Context: an optimization exercise on an open-source flow, tuned for small area and a short achievable clock period. The choices shown serve that exercise and are no tape-out recipe. In this exercise RTL edits were held to simulation tests only and were not proved equivalent to the original. Power figures rest on the tool's default switching activity, not on a simulated workload.

`flow/design.v`:
```
package rv_pipe_pkg;
  localparam int XLEN = 32;
  localparam int REG_AW = 5;
endpackage
module rv_c_aoi222 (
  input  logic i_a1, input logic i_b1,
  input  logic i_a2, input logic i_b2,
  input  logic i_a3, input logic i_b3,
  output logic o_y
);
  assign o_y = ~((i_a1 & i_b1) | (i_a2 & i_b2) | (i_a3 & i_b3));
endmodule
module rv_c_aoi22 (
  input  logic i_a1, input logic i_b1,
  input  logic i_a2, input logic i_b2,
  output logic o_y
);
  assign o_y = ~((i_a1 & i_b1) | (i_a2 & i_b2));
endmodule
module rv_c_nand2 (input logic i_a, input logic i_b, output logic o_y);
  assign o_y = ~(i_a & i_b);
endmodule
module rv_c_nand3 (input logic i_a, input logic i_b, input logic i_c, output logic o_y);
  assign o_y = ~(i_a & i_b & i_c);
endmodule
module rv_c_nand4 (input logic i_a, input logic i_b, input logic i_c, input logic i_d,
                   output logic o_y);
  assign o_y = ~(i_a & i_b & i_c & i_d);
endmodule
module rv_c_nor3 (input logic i_a, input logic i_b, input logic i_c, output logic o_y);
  assign o_y = ~(i_a | i_b | i_c);
endmodule
module rv_c_ao222 (
  input  logic i_a1, input logic i_b1,
  input  logic i_a2, input logic i_b2,
  input  logic i_a3, input logic i_b3,
  output logic o_y
);
  assign o_y = (i_a1 & i_b1) | (i_a2 & i_b2) | (i_a3 & i_b3);
endmodule
module rv_c_ao22 (
  input  logic i_a1, input logic i_b1,
  input  logic i_a2, input logic i_b2,
  output logic o_y
);
  assign o_y = (i_a1 & i_b1) | (i_a2 & i_b2);
endmodule
module rv_c_nor2 (input logic i_a, input logic i_b, output logic o_y);
  assign o_y = ~(i_a | i_b);
endmodule
module rv_c_nand2b (input logic i_a, input logic i_b_n, output logic o_y);
  assign o_y = ~(i_a & ~i_b_n);
endmodule
module rv_c_aoi22b (
  input  logic i_a1, input logic i_b1,
  input  logic i_a2, input logic i_b2_n,
  output logic o_y
);
  assign o_y = ~((i_a1 & i_b1) | (i_a2 & ~i_b2_n));
endmodule
`timescale 1ns/100ps
module rv_regfile (
  input  logic [32*31-1:0] i_q,
  input  logic [31:1]      i_sel,
  output logic [31:0]      o_data
);
  logic [31:0] sel;
  assign sel = {i_sel, 1'b0};
  for (genvar j = 0; j < 32; j++) begin : g_bit
    logic [10:0] y;
    logic [3:0]  z;
    logic [1:0]  w;
    for (genvar k = 0; k < 10; k++) begin : g_aoi
      rv_c_aoi222 u_aoi (
        .i_a1(sel[3*k+1]), .i_b1(i_q[32*(3*k)   + j]),
        .i_a2(sel[3*k+2]), .i_b2(i_q[32*(3*k+1) + j]),
        .i_a3(sel[3*k+3]), .i_b3(i_q[32*(3*k+2) + j]),
        .o_y (y[k])
      );
    end
    rv_c_nand2 u_n31 (.i_a(sel[31]), .i_b(i_q[32*30 + j]), .o_y(y[10]));
    rv_c_nand3 u_z0 (.i_a(y[0]), .i_b(y[1]), .i_c(y[2]), .o_y(z[0]));
    rv_c_nand3 u_z1 (.i_a(y[3]), .i_b(y[4]), .i_c(y[5]), .o_y(z[1]));
    rv_c_nand3 u_z2 (.i_a(y[6]), .i_b(y[7]), .i_c(y[8]), .o_y(z[2]));
    rv_c_nand2 u_z3 (.i_a(y[9]), .i_b(y[10]), .o_y(z[3]));
    rv_c_nor2  u_w0 (.i_a(z[0]), .i_b(z[1]), .o_y(w[0]));
    rv_c_nor2  u_w1 (.i_a(z[2]), .i_b(z[3]), .o_y(w[1]));
    rv_c_nand2 u_o  (.i_a(w[0]), .i_b(w[1]), .o_y(o_data[j]));
  end
endmodule
`timescale 1ns/100ps
module rv_alu (
  input  logic [31:0] i_a,
  input  logic [31:0] i_b,
  input  logic [4:0]  i_shamt,
  input  logic [31:0] i_sh,
  input  logic        i_sub,
  input  logic        i_csh,
  input  logic        i_xor,
  input  logic        i_or,
  input  logic        i_and,
  input  logic        i_slt,
  input  logic        i_sltu,
  input  logic        i_sra,
  output logic [31:0] o_add,
  output logic [31:0] o_shlg
);
  logic [31:0] sum;
  logic        cout;
  logic [31:1] andn, orn, xr;
  rv_add32 u_add (
    .i_a   (i_a),
    .i_b   (i_b),
    .i_sub (i_sub),
    .o_sum (sum),
    .o_cout(cout),
    .o_andn(andn),
    .o_orn (orn),
    .o_xor (xr)
  );
  logic sgn_d, k1, k2;
  assign sgn_d = i_a[31] ^ i_b[31];
  assign k1 = (i_slt & ~sgn_d) | i_sltu;
  assign k2 = (~(i_slt | i_sltu) & sum[0]) | (i_slt & sgn_d & i_a[31]);
  rv_c_lt u_lt (.i_c(cout), .i_k1(k1), .i_k2(k2), .o_y(o_add[0]));
  assign o_add[31:1] = sum[31:1];
  logic        fill;
  logic [31:0] lv [0:5];
  assign fill  = i_sra & i_a[31];
  assign lv[0] = i_sh;
  for (genvar k = 0; k < 5; k++) begin : g_lvl
    for (genvar j = 0; j < 32; j++) begin : g_bit
      logic hi;
      if (j + (1 << k) < 32) begin : g_in
        assign hi = lv[k][j + (1 << k)];
      end else begin : g_fill
        assign hi = (k % 2 == 0) ? fill : ~fill;
      end
      rv_c_mux2i u_m (.i_a0(lv[k][j]), .i_a1(hi), .i_s(i_shamt[k]), .o_y(lv[k+1][j]));
    end
  end
  logic [31:0] lg;
  assign lg[31:1] = ({31{i_xor}} & xr) | ({31{i_or}} & ~orn) | ({31{i_and}} & ~andn);
  assign lg[0]    = (i_xor & (i_a[0] ^ i_b[0])) | (i_or & (i_a[0] | i_b[0])) |
                    (i_and & i_a[0] & i_b[0]);
  for (genvar j = 0; j < 32; j++) begin : g_out
    rv_c_selnl u_o (.i_s(i_csh), .i_a_n(lv[5][j]), .i_b(lg[j]), .o_y(o_shlg[j]));
  end
endmodule
module rv_c_mux2i (input logic i_a0, input logic i_a1, input logic i_s, output logic o_y);
  assign o_y = ~(i_s ? i_a1 : i_a0);
endmodule
module rv_c_selnl (input logic i_s, input logic i_a_n, input logic i_b, output logic o_y);
  assign o_y = i_s ? ~i_a_n : i_b;
endmodule
module rv_c_lt (input logic i_c, input logic i_k1, input logic i_k2, output logic o_y);
  assign o_y = i_k2 | (i_k1 & ~i_c);
endmodule
module rv_add32 (
  input  logic [31:0] i_a,
  input  logic [31:0] i_b,
  input  logic        i_sub,
  output logic [31:0] o_sum,
  output logic        o_cout,
  output logic [31:1] o_andn,
  output logic [31:1] o_orn,
  output logic [31:1] o_xor
);
  logic [31:0] gg [0:5];
  logic [31:0] tt [0:5];
  logic [31:0] x;
  rv_ks_g0 u_g0 (.i_a(i_a[0]), .i_b(i_b[0]), .i_sub(i_sub), .o_gn(gg[0][0]));
  assign tt[0][0] = 1'b0;
  for (genvar j = 1; j < 32; j++) begin : g_pg
    rv_ks_g u_g (.i_a(i_a[j]), .i_b(i_b[j]), .i_sub(i_sub), .o_gn(gg[0][j]), .o_tn(tt[0][j]));
  end
  rv_ks_x u_x0 (.i_a(i_a[0]), .i_b(i_b[0]), .i_sub(i_sub), .o_x(x[0]));
  for (genvar j = 1; j < 32; j++) begin : g_x
    rv_ks_hx u_x (.i_gn(gg[0][j]), .i_tn(tt[0][j]), .o_x(x[j]));
  end
  assign o_andn = gg[0][31:1];
  assign o_orn  = tt[0][31:1];
  assign o_xor  = x[31:1];
  for (genvar l = 0; l < 5; l++) begin : g_lvl
    for (genvar j = 0; j < 32; j++) begin : g_node
      if (j < (1 << l)) begin : g_pass
        rv_ks_inv u_i (.i_a(gg[l][j]), .o_y(gg[l+1][j]));
        assign tt[l+1][j] = 1'b0;
      end else if (l % 2 == 0) begin : g_np
        rv_ks_np u_c (.i_gh(gg[l][j]), .i_th(tt[l][j]), .i_gl(gg[l][j-(1<<l)]),
                      .i_tl(tt[l][j-(1<<l)]), .o_g(gg[l+1][j]), .o_t(tt[l+1][j]));
      end else begin : g_pn
        rv_ks_pn u_c (.i_gh(gg[l][j]), .i_th(tt[l][j]), .i_gl(gg[l][j-(1<<l)]),
                      .i_tl(tt[l][j-(1<<l)]), .o_g(gg[l+1][j]), .o_t(tt[l+1][j]));
      end
    end
  end
  for (genvar j = 0; j < 32; j++) begin : g_s
    rv_ks_x2 u_s (.i_a(x[j]), .i_b(j == 0 ? i_sub : gg[5][j-1]), .o_y(o_sum[j]));
  end
  assign o_cout = gg[5][31];
endmodule
module rv_ks_g0 (input logic i_a, input logic i_b, input logic i_sub, output logic o_gn);
  logic b;
  assign b = i_b ^ i_sub;
  assign o_gn = ~((i_a & b) | ((i_a | b) & i_sub));
endmodule
module rv_ks_g (input logic i_a, input logic i_b, input logic i_sub,
                output logic o_gn, output logic o_tn);
  logic b;
  assign b = i_b ^ i_sub;
  assign o_gn = ~(i_a & b);
  assign o_tn = ~(i_a | b);
endmodule
module rv_ks_hx (input logic i_gn, input logic i_tn, output logic o_x);
  assign o_x = i_gn & ~i_tn;
endmodule
module rv_ks_x (input logic i_a, input logic i_b, input logic i_sub, output logic o_x);
  assign o_x = i_a ^ i_b ^ i_sub;
endmodule
module rv_ks_x2 (input logic i_a, input logic i_b, output logic o_y);
  assign o_y = i_a ^ i_b;
endmodule
module rv_ks_inv (input logic i_a, output logic o_y);
  assign o_y = ~i_a;
endmodule
module rv_ks_np (input logic i_gh, input logic i_th, input logic i_gl, input logic i_tl,
                 output logic o_g, output logic o_t);
  assign o_g = ~(i_gh & (i_th | i_gl));
  assign o_t = ~(i_th | i_tl);
endmodule
module rv_ks_pn (input logic i_gh, input logic i_th, input logic i_gl, input logic i_tl,
                 output logic o_g, output logic o_t);
  assign o_g = ~(i_gh | (i_th & i_gl));
  assign o_t = ~(i_th & i_tl);
endmodule
`timescale 1ns/100ps
module rv_bypass_sel (
  input  logic       i_fa1,
  input  logic       i_fa2,
  input  logic       i_fb1,
  input  logic       i_fb2,
  input  logic       i_cadd,     
  input  logic       i_cshlg,    
  input  logic       i_sll,      
  input  logic       i_slt,      
  input  logic       i_dsll,     
  output logic [5:0] o_sa,
  output logic [5:0] o_sb,
  output logic [9:0] o_ss
);
  assign o_sa = {i_fa2, i_fa1 & i_sll, i_fa1 & i_cshlg & ~i_sll,
                 i_fa1 & i_cadd & ~i_slt, i_fa1 & i_cadd, ~i_fa1 & ~i_fa2};
  assign o_sb = {i_fb2, i_fb1 & i_sll, i_fb1 & i_cshlg & ~i_sll,
                 i_fb1 & i_cadd & ~i_slt, i_fb1 & i_cadd, ~i_fb1 & ~i_fb2};
  assign o_ss = {~i_fa1 & ~i_fa2 & i_dsll,
                 i_fa2 & i_dsll, i_fa2 & ~i_dsll,
                 i_fa1 & i_cshlg & (i_sll ^ i_dsll), i_fa1 & i_cshlg & ~(i_sll ^ i_dsll),
                 i_fa1 & i_cadd & ~i_slt & i_dsll, i_fa1 & i_cadd & i_dsll,
                 i_fa1 & i_cadd & ~i_slt & ~i_dsll, i_fa1 & i_cadd & ~i_dsll,
                 ~i_fa1 & ~i_fa2 & ~i_dsll};
endmodule
module rv_forward_unit (
  input  logic [5:0]  i_sa0,   
  input  logic [5:0]  i_sa1,
  input  logic [5:0]  i_sb0,
  input  logic [5:0]  i_sb1,
  input  logic [9:0]  i_ss0,   
  input  logic [9:0]  i_ss1,   
  input  logic [31:0] i_a,
  input  logic [31:0] i_b,
  input  logic [31:0] i_add,
  input  logic [31:0] i_shlg,
  input  logic [31:0] i_x_n,
  output logic [31:0] o_a,
  output logic [31:0] o_b,
  output logic [4:0]  o_shamt,
  output logic [31:0] o_sh
);
  for (genvar j = 0; j < 32; j++) begin : g_bit
    logic [5:0] sa, sb;
    logic [9:0] ss;
    logic       sa_add, sb_add, ss_add, ss_addr;
    logic [2:0] ya, yb;
    logic [3:0] ys;
    assign sa = (j < 16) ? i_sa0 : i_sa1;
    assign sb = (j < 16) ? i_sb0 : i_sb1;
    assign ss = (j < 16) ? i_ss0 : i_ss1;
    assign sa_add  = (j == 0)  ? sa[1] : sa[2];
    assign sb_add  = (j == 0)  ? sb[1] : sb[2];
    assign ss_add  = (j == 0)  ? ss[1] : ss[2];
    assign ss_addr = (j == 31) ? ss[3] : ss[4];
    rv_c_aoi22  u_a0 (.i_a1(sa[0]), .i_b1(i_a[j]), .i_a2(sa_add), .i_b2(i_add[j]), .o_y(ya[0]));
    rv_c_aoi22  u_a1 (.i_a1(sa[3]), .i_b1(i_shlg[j]), .i_a2(sa[4]), .i_b2(i_shlg[31-j]), .o_y(ya[1]));
    rv_c_nand2b u_a2 (.i_a(sa[5]), .i_b_n(i_x_n[j]), .o_y(ya[2]));
    rv_c_nand3  u_a  (.i_a(ya[0]), .i_b(ya[1]), .i_c(ya[2]), .o_y(o_a[j]));
    rv_c_aoi22  u_b0 (.i_a1(sb[0]), .i_b1(i_b[j]), .i_a2(sb_add), .i_b2(i_add[j]), .o_y(yb[0]));
    rv_c_aoi22  u_b1 (.i_a1(sb[3]), .i_b1(i_shlg[j]), .i_a2(sb[4]), .i_b2(i_shlg[31-j]), .o_y(yb[1]));
    rv_c_nand2b u_b2 (.i_a(sb[5]), .i_b_n(i_x_n[j]), .o_y(yb[2]));
    rv_c_nand3  u_b  (.i_a(yb[0]), .i_b(yb[1]), .i_c(yb[2]), .o_y(o_b[j]));
    if (j < 5) begin : g_shamt
      logic [2:0] yt;
      rv_c_aoi22  u_t0 (.i_a1(sb[0]), .i_b1(i_b[j]), .i_a2(sb_add), .i_b2(i_add[j]), .o_y(yt[0]));
      rv_c_aoi22  u_t1 (.i_a1(sb[3]), .i_b1(i_shlg[j]), .i_a2(sb[4]), .i_b2(i_shlg[31-j]), .o_y(yt[1]));
      rv_c_nand2b u_t2 (.i_a(sb[5]), .i_b_n(i_x_n[j]), .o_y(yt[2]));
      rv_c_nand3  u_t  (.i_a(yt[0]), .i_b(yt[1]), .i_c(yt[2]), .o_y(o_shamt[j]));
    end
    rv_c_aoi22  u_s0 (.i_a1(ss[0]), .i_b1(i_a[j]), .i_a2(ss_add), .i_b2(i_add[j]), .o_y(ys[0]));
    rv_c_aoi22  u_s1 (.i_a1(ss_addr), .i_b1(i_add[31-j]), .i_a2(ss[5]), .i_b2(i_shlg[j]), .o_y(ys[1]));
    rv_c_aoi22b u_s2 (.i_a1(ss[6]), .i_b1(i_shlg[31-j]), .i_a2(ss[7]), .i_b2_n(i_x_n[j]), .o_y(ys[2]));
    rv_c_aoi22b u_s3 (.i_a1(ss[9]), .i_b1(i_a[31-j]), .i_a2(ss[8]), .i_b2_n(i_x_n[31-j]), .o_y(ys[3]));
    rv_c_nand4  u_s  (.i_a(ys[0]), .i_b(ys[1]), .i_c(ys[2]), .i_d(ys[3]), .o_y(o_sh[j]));
  end
endmodule
`timescale 1ns/100ps
module rv_pipe (
  input  logic                           i_clk,
  input  logic                           i_rst_n,
  input  logic                           i_instr_vld,
  input  logic [rv_pipe_pkg::XLEN-1:0]   i_instr,
  input  logic [rv_pipe_pkg::XLEN-1:0]   i_pc,
  output logic                           o_wb_vld,
  output logic [rv_pipe_pkg::REG_AW-1:0] o_wb_addr,
  output logic [rv_pipe_pkg::XLEN-1:0]   o_wb_data
);
  function automatic logic [31:0] rev(input logic [31:0] v);
    for (int i = 0; i < 32; i++) rev[i] = v[31-i];
  endfunction
  logic        f_vld;
  logic [31:0] f_ins;
  logic [31:0] f_pc;
  logic [31:1] f_rs1_oh, f_rs2_oh;    
  always_ff @(posedge i_clk) begin
    f_vld <= i_rst_n & i_instr_vld;
    f_ins <= i_instr;
    f_pc  <= i_pc;
    for (int i = 1; i < 32; i++) begin
      f_rs1_oh[i] <= (i_instr[19:15] == 5'(i));
      f_rs2_oh[i] <= (i_instr[24:20] == 5'(i));
    end
  end
  logic [6:0] opc;
  logic [2:0] f3;
  logic [6:0] f7;
  logic [4:0] rd, rs1, rs2;
  logic       is_reg, is_imm, is_lui, is_auipc, is_alu;
  logic       alt, ok, d_wen;
  logic       use_rs1, use_rs2;
  assign opc = f_ins[6:0];
  assign rd  = f_ins[11:7];
  assign f3  = f_ins[14:12];
  assign rs1 = f_ins[19:15];
  assign rs2 = f_ins[24:20];
  assign f7  = f_ins[31:25];
  assign is_reg   = (opc == 7'b0110011);
  assign is_imm   = (opc == 7'b0010011);
  assign is_lui   = (opc == 7'b0110111);
  assign is_auipc = (opc == 7'b0010111);
  assign is_alu   = is_reg | is_imm;
  assign alt      = (f7 == 7'b0100000);
  always_comb begin
    if (is_reg)
      ok = (f7 == 7'b0) || (alt && (f3 == 3'b000 || f3 == 3'b101));
    else if (is_imm)
      ok = (f3 == 3'b001) ? (f7 == 7'b0) :
           (f3 == 3'b101) ? (f7 == 7'b0 || alt) : 1'b1;
    else
      ok = is_lui | is_auipc;
  end
  assign d_wen   = f_vld & ok & (rd != 5'd0);
  assign use_rs1 = is_alu;
  assign use_rs2 = is_reg;
  logic d_sub, d_cadd, d_csh, d_cshlg, d_sll;
  logic d_xor, d_or, d_and, d_slt, d_sltu, d_sra;
  assign d_cadd  = ~is_alu | (f3 == 3'b000) | (f3 == 3'b010) | (f3 == 3'b011);
  assign d_cshlg = ~d_cadd;
  assign d_csh   = is_alu & (f3 == 3'b001 || f3 == 3'b101);
  assign d_sub  = is_alu & ((is_reg & (f3 == 3'b000) & f_ins[30]) ||
                            f3 == 3'b010 || f3 == 3'b011);
  assign d_sll  = d_csh & ~f3[2];
  assign d_slt  = is_alu & (f3 == 3'b010);
  assign d_sltu = is_alu & (f3 == 3'b011);
  assign d_xor  = (f3 == 3'b100);
  assign d_or   = (f3 == 3'b110);
  assign d_and  = (f3 == 3'b111);
  assign d_sra  = f_ins[30];
  logic [31:0] imm_i, imm_u;
  assign imm_i = {{20{f_ins[31]}}, f_ins[31:20]};
  assign imm_u = {f_ins[31:12], 12'b0};
  logic        w_wen;
  logic [4:0]  w_rd;
  logic [31:0] w_res;
  logic [31:0] rf_wd;
  logic [31:0] rf_q [1:31];
  logic [31:0] rf_rs1, rf_rs2;
  assign rf_wd = w_res;
  logic [31:1] w_we;
  for (genvar i = 1; i < 32; i++) begin : g_rf
    always_ff @(posedge i_clk) begin
      if (w_we[i]) rf_q[i] <= rf_wd;
    end
  end
  logic [32*31-1:0] rf_all;
  for (genvar i = 1; i < 32; i++) begin : g_rfa
    assign rf_all[32*(i-1) +: 32] = rf_q[i];
  end
  rv_regfile u_rd1 (.i_q(rf_all), .i_sel(f_rs1_oh), .o_data(rf_rs1));
  rv_regfile u_rd2 (.i_q(rf_all), .i_sel(f_rs2_oh), .o_data(rf_rs2));
  logic [31:0] d_a, d_b;
  logic        sa_rf, sa_pc, sb_rf, sb_imm;
  logic [31:0] imm;
  assign sa_rf   = is_alu;
  assign sa_pc   = is_auipc;
  assign sb_rf   = is_reg;
  assign sb_imm  = ~is_reg;
  assign imm     = is_imm ? imm_i : imm_u;
  for (genvar j = 0; j < 32; j++) begin : g_dop
    rv_c_ao22  u_a (.i_a1(sa_rf), .i_b1(rf_rs1[j]), .i_a2(sa_pc), .i_b2(f_pc[j]), .o_y(d_a[j]));
    rv_c_ao22  u_b (.i_a1(sb_rf), .i_b1(rf_rs2[j]), .i_a2(sb_imm), .i_b2(imm[j]), .o_y(d_b[j]));
  end
  logic       e_wen;
  logic [4:0] e_rd;
  logic       e_cadd, e_cshlg, e_sll;
  logic       fa1, fa2, fb1, fb2;
  assign fa1 = use_rs1 & e_wen & (e_rd == rs1);
  assign fb1 = use_rs2 & e_wen & (e_rd == rs2);
  assign fa2 = use_rs1 & w_wen & (w_rd == rs1) & ~fa1;
  assign fb2 = use_rs2 & w_wen & (w_rd == rs2) & ~fb1;
  logic [31:0] e_a, e_b;
  logic [5:0]  e_sa0, e_sa1, e_sb0, e_sb1;
  logic [9:0]  e_ss0, e_ss1;
  logic [5:0]  d_sa0, d_sa1, d_sb0, d_sb1;
  logic [9:0]  d_ss0, d_ss1;
  logic        e_sltany;
  rv_bypass_sel u_sel0 (.i_fa1(fa1), .i_fa2(fa2), .i_fb1(fb1), .i_fb2(fb2),
                        .i_cadd(e_cadd), .i_cshlg(e_cshlg), .i_sll(e_sll), .i_slt(e_sltany),
                        .i_dsll(d_sll), .o_sa(d_sa0), .o_sb(d_sb0), .o_ss(d_ss0));
  rv_bypass_sel u_sel1 (.i_fa1(fa1), .i_fa2(fa2), .i_fb1(fb1), .i_fb2(fb2),
                        .i_cadd(e_cadd), .i_cshlg(e_cshlg), .i_sll(e_sll), .i_slt(e_sltany),
                        .i_dsll(d_sll), .o_sa(d_sa1), .o_sb(d_sb1), .o_ss(d_ss1));
  logic        e_sub, e_csh, e_xor, e_or, e_and, e_slt, e_sltu, e_sra;
  always_ff @(posedge i_clk) begin
    if (!i_rst_n) e_wen <= 1'b0;
    else          e_wen <= d_wen;
    e_rd   <= rd;
    e_a    <= d_a;
    e_b    <= d_b;
    e_sa0  <= d_sa0;
    e_sa1  <= d_sa1;
    e_sb0  <= d_sb0;
    e_sb1  <= d_sb1;
    e_ss0  <= d_ss0;
    e_ss1  <= d_ss1;
    e_sltany <= d_slt | d_sltu;
    e_cadd  <= d_cadd;
    e_cshlg <= d_cshlg;
    e_csh   <= d_csh;
    e_sll  <= d_sll;
    e_sub  <= d_sub;
    e_xor  <= d_xor;
    e_or   <= d_or;
    e_and  <= d_and;
    e_slt  <= d_slt;
    e_sltu <= d_sltu;
    e_sra  <= d_sra;
  end
  logic [31:0] w_add, w_shlg;
  logic [3:0]  w_s0, w_s1, e_ws0, e_ws1;
  rv_wres_sel u_ws0 (.i_rst_n(i_rst_n), .i_cadd(e_cadd), .i_cshlg(e_cshlg), .i_sll(e_sll),
                     .i_slt(e_sltany), .o_s(e_ws0));
  rv_wres_sel u_ws1 (.i_rst_n(i_rst_n), .i_cadd(e_cadd), .i_cshlg(e_cshlg), .i_sll(e_sll),
                     .i_slt(e_sltany), .o_s(e_ws1));
  logic [31:0] a, b, sh;
  logic [4:0]  shamt;
  logic [31:0] x_res_n;
  rv_forward_unit u_fwd (
    .i_sa0   (e_sa0),
    .i_sa1   (e_sa1),
    .i_sb0   (e_sb0),
    .i_sb1   (e_sb1),
    .i_ss0   (e_ss0),
    .i_ss1   (e_ss1),
    .i_a     (e_a),
    .i_b     (e_b),
    .i_add   (w_add),
    .i_shlg  (w_shlg),
    .i_x_n   (x_res_n),
    .o_a     (a),
    .o_b     (b),
    .o_shamt (shamt),
    .o_sh    (sh)
  );
  logic [31:0] x_add, x_shlg;
  rv_alu u_alu (
    .i_a     (a),
    .i_b     (b),
    .i_shamt (shamt),
    .i_sh    (sh),
    .i_sub   (e_sub),
    .i_csh   (e_csh),
    .i_xor   (e_xor),
    .i_or    (e_or),
    .i_and   (e_and),
    .i_slt   (e_slt),
    .i_sltu  (e_sltu),
    .i_sra   (e_sra),
    .o_add   (x_add),
    .o_shlg  (x_shlg)
  );
  always_ff @(posedge i_clk) begin
    for (int i = 1; i < 32; i++) w_we[i] <= ~i_rst_n | (e_wen & (e_rd == 5'(i)));
  end
  always_ff @(posedge i_clk) begin
    if (!i_rst_n) w_wen <= 1'b0;
    else          w_wen <= e_wen;
    w_rd   <= e_rd;
    w_add   <= x_add;
    w_shlg  <= x_shlg;
    w_s0    <= e_ws0;
    w_s1    <= e_ws1;
  end
  for (genvar j = 0; j < 32; j++) begin : g_wres
    logic [3:0] s;
    logic       y0, y1;
    assign s = (j < 16) ? w_s0 : w_s1;
    rv_c_aoi22 u_y0 (.i_a1(j == 0 ? s[0] : s[1]), .i_b1(w_add[j]), .i_a2(s[2]),
                     .i_b2(w_shlg[j]), .o_y(y0));
    rv_c_nand2 u_y1 (.i_a(s[3]), .i_b(w_shlg[31-j]), .o_y(y1));
    rv_c_nand2 u_r  (.i_a(y0), .i_b(y1), .o_y(w_res[j]));
  end
  always_ff @(posedge i_clk) begin
    if (!i_rst_n) o_wb_vld <= 1'b0;
    else          o_wb_vld <= w_wen;
    o_wb_addr <= w_rd;
    o_wb_data <= w_res;
    x_res_n   <= ~w_res;
  end
endmodule
module rv_wres_sel (
  input  logic       i_rst_n,
  input  logic       i_cadd,
  input  logic       i_cshlg,
  input  logic       i_sll,
  input  logic       i_slt,
  output logic [3:0] o_s
);
  assign o_s = {4{i_rst_n}} & {i_sll, i_cshlg & ~i_sll, i_cadd & ~i_slt, i_cadd};
endmodule
```
`flow/flow/run.sh`:
```
#!/bin/bash
# The standard layout (the standard.sh, same synthesis script), with:
#  - ABC_LOAD_IN_FF=2: abc maps for a 2 fF load instead of 5 fF, so that
#    the small cells of the design get minimum-size gates (timing repair
#    upsizes the ones on critical paths);
#  - the port buffers are buf_4 cells (buffer_ports otherwise picks a slow
#    delay buffer for them).
# make's full output goes to standard.log; ORFS's per-step logs stay under
# orfs/logs.
set -o pipefail
bash standard.sh ABC_LOAD_IN_FF=2 \
  CTS_ARGS="-sink_clustering_enable -repair_clock_nets -dont_use_dummy_load -sink_clustering_size 24 -sink_clustering_max_diameter 80" \
  BUFFER_PORTS_ARGS="-buffer_cell sky130_fd_sc_hd__buf_4" \
  finish > standard.log 2>&1
```
`flow/standard.sh`:
```
#!/bin/bash
# synth_recipe.tcl (not shown) runs the flow's synth.tcl, then flattens the netlist and writes it again
# the make line also repeats each setting of config.mk as NAME=value (left out here)
make -C /OpenROAD-flow-scripts/flow DESIGN_CONFIG=/design/flow/config.mk WORK_HOME=/design/flow/orfs CLKGATE_MAP_FILE= SYNTH_SCRIPT=/design/flow/synth_recipe.tcl "${@:-finish}"
```
`flow/config.mk`:
```
export PLATFORM = sky130hd
export DESIGN_NAME = rv_pipe
export DESIGN_NICKNAME = rv_pipe
export VERILOG_FILES = /design/flow/design.v
export SDC_FILE = /design/flow/constraint.sdc
export NUM_CORES = 4
export LEC_CHECK = 0
export CAP_MARGIN = 20
export CORE_MARGIN = 2
export CORE_UTILIZATION = 45
export CTS_CLUSTER_DIAMETER = 80
export CTS_CLUSTER_SIZE = 24
export SETUP_SLACK_MARGIN = 4.35
export SLEW_MARGIN = 20
export SYNTH_HIERARCHICAL = 1
```
`flow/constraint.sdc`:
```
create_clock -name core_clock -period 7.0 [get_ports {i_clk}]
set_input_delay 1.4000 -clock core_clock [delete_from_list [all_inputs] [get_ports {i_clk}]]
set_output_delay 1.4000 -clock core_clock [all_outputs]
set_load 0.01 [all_outputs]
```
==> flow_metrics.env, run 1 <==
export IMPL_outcome="finished clean"
export IMPL_rr_startpoint="f_rs1_oh[10]"
export IMPL_ys_warn_count=15
export IMPL_drt_total_wl_um=250000
export IMPL_synth_cells=4372
export IMPL_cts_sinks=1419
export IMPL_total_power_mw=15.7
export IMPL_row_count=132
export IMPL_via_per_inst=7.28
export IMPL_clkTransAtPathRegs_ps=90
export IMPL_ant_nets=0
export IMPL_fin_nets=4673
export IMPL_drt_iter0_drc=11600
export IMPL_gp_congestion=1.05
export IMPL_grt_pass1_wl_um=338000
export IMPL_drive_above_1_share=0.113
export IMPL_drc_errors=0
export IMPL_first_global_vias=41900
export IMPL_fin_crit_ps=2730
export IMPL_crit_chain="buf_4, a222oi_1, nand3_1, nor2_1, nand2_1, a22o_1"
export IMPL_layout_common_cells="992 x edfxtp_1, 640 x a222oi_1, 381 x nand2_1"
export IMPL_dr_pass1_iters=13
export IMPL_fp_dieH_um=364
export IMPL_hold_viol_final=0
export IMPL_fin_crit_sh=0.390
export IMPL_hold_buffers=0
export IMPL_ios=105
export IMPL_wl_per_cell_um=39.3
export IMPL_fin_tns_setup_ps=0
export IMPL_end_kind="register"
export IMPL_core_um2=129000
export IMPL_r2r_end="e_a[3]"
export IMPL_min_path_type="register to register"
export IMPL_synth_area_um2=58300
export IMPL_area_growth_pct=10.2
export IMPL_cap_violations=0
export IMPL_max_stage_delay_ps=470
export IMPL_crit_type="register to register"
export IMPL_p_per_area_nw_per_um2=244
export IMPL_num_vias=46300
export IMPL_slew_limit_headroom=0.198
export IMPL_overflow=0
export IMPL_power_leakage_nw=23.0
export IMPL_ir_worst_vdd_mv=0.218
export IMPL_arrival_ps=3320
export IMPL_worstMarginPinSlew_ps=1200
export IMPL_clock_latency_ps=750
export IMPL_mostFrequentLayoutCell="edfxtp_1"
export IMPL_crit_slowest_cell="a222oi_1"
export IMPL_setup_viol=0
export IMPL_cts_tree="done"
export IMPL_holdPathStages=1
export IMPL_holdCritStartpoint="f_pc[12]"
export IMPL_skew_ps=112
export IMPL_die_w_um=364
export IMPL_initial_core_util=0.452
export IMPL_path_max_fanout=32
export IMPL_antenna_found_initial=19
export IMPL_die_area_um2=132000
export IMPL_r2r_cells=6
export IMPL_grt_setup_unrepaired="yes"
export IMPL_worstSetupStartpointType="register"
export IMPL_port_buffers=104
export IMPL_drv_slew=0
export IMPL_r2r_setup_slack_ps=4270
export IMPL_path_buf_inv=1
export IMPL_hold_path_endpoint="e_a[12]"
export IMPL_fmax_mhz=366
export IMPL_critPathRequiredTime_ps=7590
export IMPL_cts_max_level=3
export IMPL_cts_path_max_buffers=3
export IMPL_cp_top_family="simple AND/OR/NAND/NOR gates"
export IMPL_grt_total_usage=0.367
export IMPL_grt_max_degree=43
export IMPL_hpwlAfterDp_um=156000
export IMPL_cts_made_buffers=81
export IMPL_cts_root_buffer="clkbuf_16"
export IMPL_avgSynthCellArea_um2=13.3
-- how the worst max path moves through the flow --
stage          depth (start not counted)         end  slack, ps    startpoint
2_1_floorplan                          8   w_shlg[0]       4350      e_sb0[0]
3_3_place_gp                          10  w_shlg[31]       3590      e_sa1[3]
3_5_place_dp                          10  w_shlg[31]       3480      e_sa1[3]
4_1_cts                               10  w_shlg[31]       4330      e_sa1[3]
5_1_grt                               10   w_add[19]       4280      e_sb0[0]
6_report                               6      e_a[3]       4270  f_rs1_oh[10]
-- state kept, by name, indices dropped and copies added, names as in the netlist, 3 cells and up --
signal     flops
rf_q         992
e_a           32
e_b           32
f_ins         32
f_pc          32
o_wb_data     32
w_add         32
w_shlg        32
x_res_n       32
f_rs1_oh      31
f_rs2_oh      31
w_we          31
e_ss0          9
e_ss1          9
e_sa0          6
e_sb0          6
e_rd           5
e_sa1          5
e_sb1          5
o_wb_addr      5
w_rd           5
w_s0           4
w_s1           3
-- timing repair --
item | 4_1_cts | 5_1_grt
cloned | 3 | 1
gates resized for setup | 90 | 80
pin swaps | 5 | 12
buffers inserted | 9 | 15
setup endpoints to repair | 107 | 72
-- cell type report --
| cell class | count | area, µm² |
|---|---|---|
| clock buffer | 81 | 2030 |
| sequential | 1419 | 38500 |
| timing repair buffer | 246 | 1860 |
| tap | 1742 | 2180 |
| inverter | 173 | 669 |
| multi-input combinational | 2682 | 19000 |
| fill | 11300 | 64700 |
| timing repair inverter | 2 | 12.5 |
| antenna | 8 | 20.0 |
-- per-stage QoR --
step	worst slack [ps]	hold slack, ps	instances	instance area [µm²]	utilization
floorplan	4350	323	4372	58300	-
detailed placement	3480	407	6236	61500	0.477
CTS	4330	430	6329	63900	0.495
global placement	3590	407	6236	61500	0.477
global route	4280	447	6345	64200	0.498
finish	4270	435	6353	64300	0.498
-- layer usage --
metal / vias up / track usage / share of wire
met5: - / 0 / 0.00044
met4: 14 / 0.168 / 0.057
met3: 576 / 0.124 / 0.16
met2: 4134 / 0.518 / 0.41
met1: 23000 / 0.508 / 0.37
li1: 18600 / - / -
-- power by group --
group	internal, mW	switching [mW]
combinational	0.260	0.783
sequential	9.45	0.430
clock	2.06	2.67
==> run 2: changes to the inputs <==
--- a/flow/design.v
+++ b/flow/design.v
@@ -49,14 +49,4 @@
   assign o_y = ~(i_a | i_b);
 endmodule
-module rv_c_nand2b (input logic i_a, input logic i_b_n, output logic o_y);
-  assign o_y = ~(i_a & ~i_b_n);
-endmodule
-module rv_c_aoi22b (
-  input  logic i_a1, input logic i_b1,
-  input  logic i_a2, input logic i_b2_n,
-  output logic o_y
-);
-  assign o_y = ~((i_a1 & i_b1) | (i_a2 & ~i_b2_n));
-endmodule
 `timescale 1ns/100ps
 module rv_regfile (
@@ -272,5 +262,5 @@
   input  logic [31:0] i_add,
   input  logic [31:0] i_shlg,
-  input  logic [31:0] i_x_n,
+  input  logic [31:0] i_x,
   output logic [31:0] o_a,
   output logic [31:0] o_b,
@@ -293,9 +283,9 @@
     rv_c_aoi22  u_a0 (.i_a1(sa[0]), .i_b1(i_a[j]), .i_a2(sa_add), .i_b2(i_add[j]), .o_y(ya[0]));
     rv_c_aoi22  u_a1 (.i_a1(sa[3]), .i_b1(i_shlg[j]), .i_a2(sa[4]), .i_b2(i_shlg[31-j]), .o_y(ya[1]));
-    rv_c_nand2b u_a2 (.i_a(sa[5]), .i_b_n(i_x_n[j]), .o_y(ya[2]));
+    rv_c_nand2  u_a2 (.i_a(sa[5]), .i_b(i_x[j]), .o_y(ya[2]));
     rv_c_nand3  u_a  (.i_a(ya[0]), .i_b(ya[1]), .i_c(ya[2]), .o_y(o_a[j]));
     rv_c_aoi22  u_b0 (.i_a1(sb[0]), .i_b1(i_b[j]), .i_a2(sb_add), .i_b2(i_add[j]), .o_y(yb[0]));
     rv_c_aoi22  u_b1 (.i_a1(sb[3]), .i_b1(i_shlg[j]), .i_a2(sb[4]), .i_b2(i_shlg[31-j]), .o_y(yb[1]));
-    rv_c_nand2b u_b2 (.i_a(sb[5]), .i_b_n(i_x_n[j]), .o_y(yb[2]));
+    rv_c_nand2  u_b2 (.i_a(sb[5]), .i_b(i_x[j]), .o_y(yb[2]));
     rv_c_nand3  u_b  (.i_a(yb[0]), .i_b(yb[1]), .i_c(yb[2]), .o_y(o_b[j]));
     if (j < 5) begin : g_shamt
@@ -303,11 +293,11 @@
       rv_c_aoi22  u_t0 (.i_a1(sb[0]), .i_b1(i_b[j]), .i_a2(sb_add), .i_b2(i_add[j]), .o_y(yt[0]));
       rv_c_aoi22  u_t1 (.i_a1(sb[3]), .i_b1(i_shlg[j]), .i_a2(sb[4]), .i_b2(i_shlg[31-j]), .o_y(yt[1]));
-      rv_c_nand2b u_t2 (.i_a(sb[5]), .i_b_n(i_x_n[j]), .o_y(yt[2]));
+      rv_c_nand2  u_t2 (.i_a(sb[5]), .i_b(i_x[j]), .o_y(yt[2]));
       rv_c_nand3  u_t  (.i_a(yt[0]), .i_b(yt[1]), .i_c(yt[2]), .o_y(o_shamt[j]));
     end
     rv_c_aoi22  u_s0 (.i_a1(ss[0]), .i_b1(i_a[j]), .i_a2(ss_add), .i_b2(i_add[j]), .o_y(ys[0]));
     rv_c_aoi22  u_s1 (.i_a1(ss_addr), .i_b1(i_add[31-j]), .i_a2(ss[5]), .i_b2(i_shlg[j]), .o_y(ys[1]));
-    rv_c_aoi22b u_s2 (.i_a1(ss[6]), .i_b1(i_shlg[31-j]), .i_a2(ss[7]), .i_b2_n(i_x_n[j]), .o_y(ys[2]));
-    rv_c_aoi22b u_s3 (.i_a1(ss[9]), .i_b1(i_a[31-j]), .i_a2(ss[8]), .i_b2_n(i_x_n[31-j]), .o_y(ys[3]));
+    rv_c_aoi22  u_s2 (.i_a1(ss[6]), .i_b1(i_shlg[31-j]), .i_a2(ss[7]), .i_b2(i_x[j]), .o_y(ys[2]));
+    rv_c_aoi22  u_s3 (.i_a1(ss[8]), .i_b1(i_x[31-j]), .i_a2(ss[9]), .i_b2(i_a[31-j]), .o_y(ys[3]));
     rv_c_nand4  u_s  (.i_a(ys[0]), .i_b(ys[1]), .i_c(ys[2]), .i_d(ys[3]), .o_y(o_sh[j]));
   end
@@ -408,14 +398,14 @@
   rv_regfile u_rd2 (.i_q(rf_all), .i_sel(f_rs2_oh), .o_data(rf_rs2));
   logic [31:0] d_a, d_b;
-  logic        sa_rf, sa_pc, sb_rf, sb_imm;
-  logic [31:0] imm;
+  logic        sa_rf, sa_pc, sb_rf, sb_immi, sb_immu;
   assign sa_rf   = is_alu;
   assign sa_pc   = is_auipc;
   assign sb_rf   = is_reg;
-  assign sb_imm  = ~is_reg;
-  assign imm     = is_imm ? imm_i : imm_u;
+  assign sb_immi = is_imm;
+  assign sb_immu = ~is_alu;
   for (genvar j = 0; j < 32; j++) begin : g_dop
     rv_c_ao22  u_a (.i_a1(sa_rf), .i_b1(rf_rs1[j]), .i_a2(sa_pc), .i_b2(f_pc[j]), .o_y(d_a[j]));
-    rv_c_ao22  u_b (.i_a1(sb_rf), .i_b1(rf_rs2[j]), .i_a2(sb_imm), .i_b2(imm[j]), .o_y(d_b[j]));
+    rv_c_ao222 u_b (.i_a1(sb_rf), .i_b1(rf_rs2[j]), .i_a2(sb_immi), .i_b2(imm_i[j]),
+                    .i_a3(sb_immu), .i_b3(imm_u[j]), .o_y(d_b[j]));
   end
   logic       e_wen;
@@ -473,5 +463,4 @@
   logic [31:0] a, b, sh;
   logic [4:0]  shamt;
-  logic [31:0] x_res_n;
   rv_forward_unit u_fwd (
     .i_sa0   (e_sa0),
@@ -485,5 +474,5 @@
     .i_add   (w_add),
     .i_shlg  (w_shlg),
-    .i_x_n   (x_res_n),
+    .i_x     (o_wb_data),
     .o_a     (a),
     .o_b     (b),
@@ -534,5 +523,4 @@
     o_wb_addr <= w_rd;
     o_wb_data <= w_res;
-    x_res_n   <= ~w_res;
   end
 endmodule
==> run 2 against run 1 <==
Against the previous run: total power hardly changed; final area is 0.62% lower; count of clock-buffer cells in the layout is 4 lower; sequential cell count is 32 lower; critical path depth is 5 higher; sequential share of layout area is 0.48 points lower; cell count is 2.6% lower; largest cell class unchanged.
==> flow_metrics.env, run 2 <==
export IMPL_fin_crit_sh=0.387
export IMPL_grt_busiest_layer="met2"
export IMPL_final_cell_count_no_fill=6185
export IMPL_initial_core_util=0.453
export IMPL_use_met3=0.105
export IMPL_hold_viol_final=0
export IMPL_end_kind="register"
export IMPL_clkTransAtPathRegs_ps=80
export IMPL_cts_root_buffer="clkbuf_16"
export IMPL_dr_pass1_iters=14
export IMPL_die_area_um2=130000
export IMPL_drt_iter0_drc=11700
export IMPL_r2r_setup_slack_ps=4290
export IMPL_antenna_found_initial=6
export IMPL_slew_limit_headroom=0.165
export IMPL_cap_violations=0
export IMPL_cp_top_family="simple AND/OR/NAND/NOR gates"
export IMPL_outcome="finished clean"
export IMPL_top_register="rf_q"
export IMPL_core_um2=126000
export IMPL_gp_congestion=1.02
export IMPL_min_path_type="register to register"
export IMPL_cts_max_level=3
export IMPL_cts_made_buffers=77
export IMPL_fin_crit_ps=2710
export IMPL_port_buffers=104
export IMPL_grt_total_usage=0.362
export IMPL_grtUsageMet2=0.542
export IMPL_path_buf_inv=1
export IMPL_cts_tree="done"
export IMPL_synth_area_um2=57000
export IMPL_synth_cells=4237
export IMPL_row_count=130
export IMPL_skew_ps=73.2
export IMPL_startpoint="w_shlg[25]"
export IMPL_path_max_fanout=5
export IMPL_crit_chain="buf_4, a22oi_1, nand3_2, xor2_2, nor2_2, nor2_1, nand2_1, nor2_1, a21oi_2, o21ai_2, xor2_1"
export IMPL_worstSetupStartpointType="register"
export IMPL_setup_viol=0
export IMPL_hpwlAfterDp_um=153000
export IMPL_place_inst=6038
export IMPL_ant_nets=0
export IMPL_critPathRequiredTime_ps=7620
export IMPL_arrival_ps=3330
export IMPL_fin_nets=4601
export IMPL_crit_type="register to register"
export IMPL_ir_worst_vdd_mv=0.168
export IMPL_grt_pass1_wl_um=332000
export IMPL_grt_max_degree=43
export IMPL_rr_startpoint="w_shlg[25]"
export IMPL_max_stage_delay_ps=440
export IMPL_area_growth_pct=12.0
export IMPL_fp_dieH_um=360
export IMPL_crit_slowest_cell="dfxtp_1"
export IMPL_clock_latency_ps=720
export IMPL_wl_per_cell_um=39.6
export IMPL_drt_total_wl_um=245000
export IMPL_cts_path_max_buffers=3
export IMPL_r2r_cells=11
export IMPL_cp_common_cell="nor2_1"
export IMPL_ys_warn_count=15
export IMPL_ios=105
export IMPL_mostFrequentLayoutCell="edfxtp_1"
export IMPL_cp_endpoint="w_add[26]"
export IMPL_cts_sinks=1387
export IMPL_layout_common_cells="992 x edfxtp_1, 672 x a222oi_1, 441 x nand2_1"
export IMPL_cp_depth=11
export IMPL_fin_tns_setup_ps=0
export IMPL_hold_buffers=0
export IMPL_p_per_area_nw_per_um2=245
export IMPL_die_w_um=360
export IMPL_grt_setup_unrepaired="yes"
export IMPL_overflow=0
export IMPL_via_per_inst=7.47
export IMPL_worstMarginPinSlew_ps=1250
export IMPL_grtUsageMet1=0.483
export IMPL_first_global_vias=42700
export IMPL_largest_register_ff_count=992
export IMPL_avgSynthCellArea_um2=13.5
export IMPL_num_vias=46200
export IMPL_drive_above_1_share=0.143
export IMPL_r2r_end="w_add[26]"
export IMPL_fillers=10900
export IMPL_power_leakage_nw=22.9
export IMPL_drc_errors=0
export IMPL_fmax_mhz=369
export IMPL_total_power_mw=15.6
export IMPL_drv_slew=0
## run 2: worst min path at each step
stage               slack (ps)       to  cells past startpoint      start
floorplan                  320  e_rd[4]                      0  f_ins[11]
global placement           330  e_rd[4]                      0  f_ins[11]
detailed placement         330  e_rd[3]                      0  f_ins[10]
CTS                        350  e_rd[3]                      0  f_ins[10]
global route               360  e_rd[3]                      0  f_ins[10]
finish                     350  e_rd[4]                      0  f_ins[11]
## run 2: cell type report
| type | instances | area, µm² | area share |
|---|---|---|---|
| multi-input cells | 2663 | 19000 | 0.298 |
| flip-flops and latches | 1387 | 38000 | 0.594 |
| inverters | 107 | 414 | 0.00648 |
| repair inverters | 1 | 5.00 | 0.0000784 |
| clock buffers | 77 | 1930 | 0.0302 |
| diodes | 4 | 10.0 | 0.000157 |
| well taps | 1650 | 2060 | 0.0323 |
| repair buffers | 296 | 2460 | 0.0385 |
## run 2: through the flow
| stage | setup slack [ps] | utilization | hold WS (ps) | instance area, µm² |
|---|---|---|---|---|
| 2_1_floorplan | 4350 | - | 323 | 57100 |
| 3_3_place_gp | 3530 | 0.480 | 330 | 60300 |
| 3_5_place_dp | 3550 | 0.480 | 335 | 60400 |
| 4_1_cts | 4300 | 0.502 | 353 | 63100 |
| 5_1_grt | 4260 | 0.508 | 361 | 63900 |
| 6_report | 4290 | 0.508 | 351 | 63900 |
## run 2: timing repair
action,CTS,global route
resized for setup,177,130
buffers inserted,37,19
gates cloned,3,1
pin swaps,7,17
setup endpoints to repair,156,89
## run 2: power breakdown
part / total (mW) / leakage, nW / switching [mW] / internal [mW]
clock: 4.53 / 0.949 / 2.57 / 1.96
sequential: 9.83 / 13.4 / 0.452 / 9.38
combinational: 1.29 / 8.60 / 0.935 / 0.354
total: 15.6 / 22.9 / 3.96 / 11.7
## run 2: per-layer routing
metal | up-vias | part of all wire
li1 | 18400 | -
met1 | 22900 | 0.36
met2 | 4140 | 0.43
met3 | 807 | 0.14
met4 | 8 | 0.065
met5 | - | 0.00040

==> port drivers added, routing unchanged <==
No port has a modelled driver above. Below, the same layouts with a new extraction and two added sets of constraints.
Step 1 assumes that a clkbuf_16 drives the clock port and a buf_2 every other input.
Step 2 adds t to the input delays and takes it off the output delays; t is the mean of the earliest and latest rising clock arrival at the registers after step 1. Input paths then give back, and output paths get back, about the clock's delay inside the block.
Three values: ideal, step 1, step 2; two values: the first two.
run | shift t [ns] | setup slack, ns | slew at the worst register clock pin (ns) | worst slew at a driven data input, ns
run 1 | 0.777 | 4.267 / 4.267 / 4.267 | 0.10 / 0.10 | 0.16
run 2 | 0.762 | 4.288 / 4.252 / 4.288 | 0.10 / 0.10 | 0.18
After both steps setup and hold are still met in every run listed.
